From an optimization exercise on the open Yosys and OpenROAD flow, aimed at small area; shortcuts taken in it are not production practice.
In this exercise RTL edits were held to simulation tests only and were not proved equivalent to the original.
The clock port is modelled as an ideal driver; clocking choices that lean on that would not hold on a real chip.
Power is estimated from default activity; no workload was simulated.

Design mcm_chip, start of the top module:
module mcm_chip (
	input  logic                               clk,
	input  logic                               rst_n_i,
	input  logic                               spi_clk_i,
	input  logic                               spi_scsn_i,
	input  logic                               spi_mosi_i,
	output logic                               spi_miso_o,
	input  logic [2*4-1:0]        quad_i,
	input  logic [3*4-1:0]        limit_i,
	output logic [4-1:0]          intrpt_o
);
	mcm_top i_mcm_top (
		.clk        (clk),
		.rst_n_i    (rst_n_i),
		.spi_clk_i  (spi_clk_i),
		.spi_scsn_i (spi_scsn_i),
		.spi_mosi_i (spi_mosi_i),
		.spi_miso_o (spi_miso_o),
		.quad_i     (quad_i),
		.limit_i    (limit_i),
		.intrpt_o   (intrpt_o)
	);
endmodule
For scale: ~0.014 sq mm of cells after synthesis.
==> flow/config.mk <==
export PLATFORM = sky130hd
export DESIGN_NAME = mcm_chip
export DESIGN_NICKNAME = mcm_chip
export VERILOG_FILES = /design/flow/design.v
export SDC_FILE = /design/flow/constraint.sdc
export NUM_CORES = 4
export LEC_CHECK = 0
export CAP_MARGIN = 0
export CORE_MARGIN = 2
export CORE_UTILIZATION = 60
export HOLD_SLACK_MARGIN = 0
export SLEW_MARGIN = 0
export SYNTH_HIERARCHICAL = 1
==> flow/constraint.sdc <==
create_clock -name core_clock -period 5.0 [get_ports {clk}]
set_input_delay 1.0000 -clock core_clock [delete_from_list [all_inputs] [get_ports {clk}]]
set_output_delay 1.0000 -clock core_clock [all_outputs]
set_load 0.01 [all_outputs]
standard.sh (not shown) runs the stock make flow with config.mk's settings and CLKGATE_MAP_FILE= SYNTH_SCRIPT=/design/flow/synth_recipe.tcl, a recipe that flattens the netlist after the stock synthesis.
==> flow/flow/run.sh <==
#!/bin/bash
# Standard layout with three changes: small port buffers, no CTS dummy
# loads, and a power (area) recovery pass after CTS. make's output goes to
# standard.log; each ORFS step keeps its own log under orfs/logs.
set -euo pipefail
here=$(pwd)
export BUFFER_PORTS_ARGS="-buffer_cell sky130_fd_sc_hd__buf_1"
export CTS_ARGS="-sink_clustering_enable -repair_clock_nets -dont_use_dummy_load -buf_list sky130_fd_sc_hd__clkbuf_4 -sink_clustering_size 10 -sink_clustering_max_diameter 40"
export POST_CTS_TCL="$here/flow/post_cts.tcl"
export RECOVER_POWER=100
bash standard.sh > standard.log 2>&1
==> flow/flow/post_cts.tcl <==
# after CTS and its timing repair: size down cells that have slack to spare
puts "post_cts: recovering area on paths with slack"
estimate_parasitics -placement
repair_timing -recover_power 100 -verbose
detailed_placement
check_placement -verbose
report_design_area
The first run completed, yet does not pass: capacitance limit, slew limit.
==> next run, changes <==
--- a/flow/flow/run.sh
+++ b/flow/flow/run.sh
@@ -8,4 +8,3 @@
 export CTS_ARGS="-sink_clustering_enable -repair_clock_nets -dont_use_dummy_load -buf_list sky130_fd_sc_hd__clkbuf_4 -sink_clustering_size 10 -sink_clustering_max_diameter 40"
 export POST_CTS_TCL="$here/flow/post_cts.tcl"
-export RECOVER_POWER=100
 bash standard.sh > standard.log 2>&1
Now the flow ran to the end with no violations.
Setup slack improved by 97 ps.
Cell area goes up by 0.60%.
First-iteration DRC count goes down by 1.8%.
==> next run, changes <==
--- a/flow/flow/run.sh
+++ b/flow/flow/run.sh
@@ -8,3 +8,5 @@
 export CTS_ARGS="-sink_clustering_enable -repair_clock_nets -dont_use_dummy_load -buf_list sky130_fd_sc_hd__clkbuf_4 -sink_clustering_size 10 -sink_clustering_max_diameter 40"
 export POST_CTS_TCL="$here/flow/post_cts.tcl"
+export RECOVER_POWER=100
+export POST_GLOBAL_ROUTE_TCL="$here/flow/post_grt.tcl"
 bash standard.sh > standard.log 2>&1
==> flow/flow/post_grt.tcl (new file) <==
# after global route and its power recovery: repair any slew or
# capacitance the downsizing broke, then route the changed nets again
puts "post_grt: repair design after power recovery"
global_route -start_incremental
estimate_parasitics -global_routing
repair_design -verbose
detailed_placement
global_route -end_incremental
check_placement -verbose
estimate_parasitics -global_routing
report_design_area
--- a/flow/config.mk
+++ b/flow/config.mk
@@ -8,5 +8,5 @@
 export CAP_MARGIN = 0
 export CORE_MARGIN = 2
-export CORE_UTILIZATION = 60
+export CORE_UTILIZATION = 50
 export HOLD_SLACK_MARGIN = 0
 export SLEW_MARGIN = 0
Outcome: Die area is higher by 19%. Core utilization went down by 11 points. Combinational power hardly moves.
==> next run, changes <==
--- a/flow/config.mk
+++ b/flow/config.mk
@@ -8,5 +8,5 @@
 export CAP_MARGIN = 0
 export CORE_MARGIN = 2
-export CORE_UTILIZATION = 50
+export CORE_UTILIZATION = 72
 export HOLD_SLACK_MARGIN = 0
 export SLEW_MARGIN = 0
=> Clock skew barely changes; count of clock-buffer cells in the layout is lower by 6; critical path depth is lower by 1; synthesized area stays the same; sequential power hardly moves; design area is lower by about 1.2%; non-clock buffer count is lower by 1; hold slack gets better by 170 ps.
==> next run, changes <==
--- a/flow/flow/run.sh
+++ b/flow/flow/run.sh
@@ -9,4 +9,3 @@
 export POST_CTS_TCL="$here/flow/post_cts.tcl"
 export RECOVER_POWER=100
-export POST_GLOBAL_ROUTE_TCL="$here/flow/post_grt.tcl"
 bash standard.sh > standard.log 2>&1
--- a/flow/config.mk
+++ b/flow/config.mk
@@ -8,5 +8,5 @@
 export CAP_MARGIN = 0
 export CORE_MARGIN = 2
-export CORE_UTILIZATION = 72
+export CORE_UTILIZATION = 75
 export HOLD_SLACK_MARGIN = 0
 export SLEW_MARGIN = 0
removed: flow/flow/post_grt.tcl
What happened:
- Now the flow completed, yet does not pass: capacitance limit, slew limit
- routed wire length is about the same
- area after synthesis stays the same
- critical path depth came out lower by 12
- sequential share of layout area rose by 0.31 points
- non-clock buffer count shrinks by 2
- register-to-register slack is worse by 120 ps
- setup slack degrades by 120 ps
- total power decreases by 0.42%
- clock-buffer cell count came out lower by 1
- worst hold slack gains 11 ps
- utilization climbs by 2.5 points

========
run H:
mcm_chip again, from the RTL that the note above started with.
clock: 5.0 ns
lec_check: 0
cap_margin: 0
core_margin: 2
core_utilization: 60
hold_slack_margin: 0
slew_margin: 0
synth_hierarchical: 1
==> flow/flow/run.sh <==
#!/bin/bash
# Standard layout with three changes: small port buffers, no CTS dummy
# loads, and a power (area) recovery pass after CTS. make's output goes to
# standard.log; each ORFS step keeps its own log under orfs/logs.
set -euo pipefail
here=$(pwd)
export BUFFER_PORTS_ARGS="-buffer_cell sky130_fd_sc_hd__buf_1"
export CTS_ARGS="-sink_clustering_enable -repair_clock_nets -dont_use_dummy_load -buf_list sky130_fd_sc_hd__clkbuf_4 -sink_clustering_size 10 -sink_clustering_max_diameter 40"
export POST_CTS_TCL="$here/flow/post_cts.tcl"
export RECOVER_POWER=100
export POST_GLOBAL_ROUTE_TCL="$here/flow/post_grt.tcl"
bash standard.sh > standard.log 2>&1
==> flow/flow/post_grt.tcl <==
# after global route and its power recovery: repair any slew or
# capacitance the downsizing broke, then route the changed nets again
puts "post_grt: repair design after power recovery"
global_route -start_incremental
estimate_parasitics -global_routing
repair_design -verbose
detailed_placement
global_route -end_incremental
check_placement -verbose
estimate_parasitics -global_routing
report_design_area
Scripts as last shown in full above: flow/flow/post_cts.tcl
### run H -> run B
- GPL_TIMING_DRIVEN now 0, previously not set
diff --git a/flow/flow/run.sh b/flow/flow/run.sh
--- a/flow/flow/run.sh
+++ b/flow/flow/run.sh
@@ -9,4 +9,2 @@
 export POST_CTS_TCL="$here/flow/post_cts.tcl"
-export RECOVER_POWER=100
-export POST_GLOBAL_ROUTE_TCL="$here/flow/post_grt.tcl"
 bash standard.sh > standard.log 2>&1
removed: flow/flow/post_grt.tcl
- Run B was carried through to the last stage, and its layout satisfied the timing, design-rule and antenna checks.
- Core region area came out exactly the same in run H and run B.
- Critical path depth: run H and run B compared, higher one is run B
- Run B vs run H, fraction of met2 tracks used by global routing went up by 1.1 points.

## static timing again, ports no longer ideal
Ports are ideal in the flow. The routed layouts listed here were re-timed in OpenROAD.
Step 1: set_driving_cell puts a clkbuf_16 on clk and a buf_2 on each other input, an assumption about the parent block.
Step 2 times the ports against the registers' clock, not the clock port: input delays grow and output delays shrink by t, the midpoint of the rising clock arrivals with the driver on.
a / b / c = ideal / step 1 / step 2; a / b = the first two.
| run | t (ns) | slack for setup (ns) | hold slack, ns |
|---|---|---|---|
| the first run of note 1 | 0.688 | 0.414 / 0.414 / 0.414 | 0.332 / 0.332 / 0.332 |
| the second run of note 1 | 0.688 | 0.511 / 0.511 / 0.511 | 0.185 / 0.165 / 0.332 |
| the third run of note 1 | 0.703 | 0.507 / 0.507 / 0.507 | 0.169 / 0.146 / 0.298 |
| the fourth run of note 1 | 0.674 | 0.490 / 0.490 / 0.490 | 0.340 / 0.340 / 0.340 |
| the fifth run of note 1 | 0.673 | 0.374 / 0.374 / 0.374 | 0.351 / 0.351 / 0.351 |
| run H | 0.688 | 0.395 / 0.395 / 0.395 | 0.332 / 0.332 / 0.332 |
| run B | 0.709 | 0.469 / 0.469 / 0.469 | 0.346 / 0.327 / 0.354 |
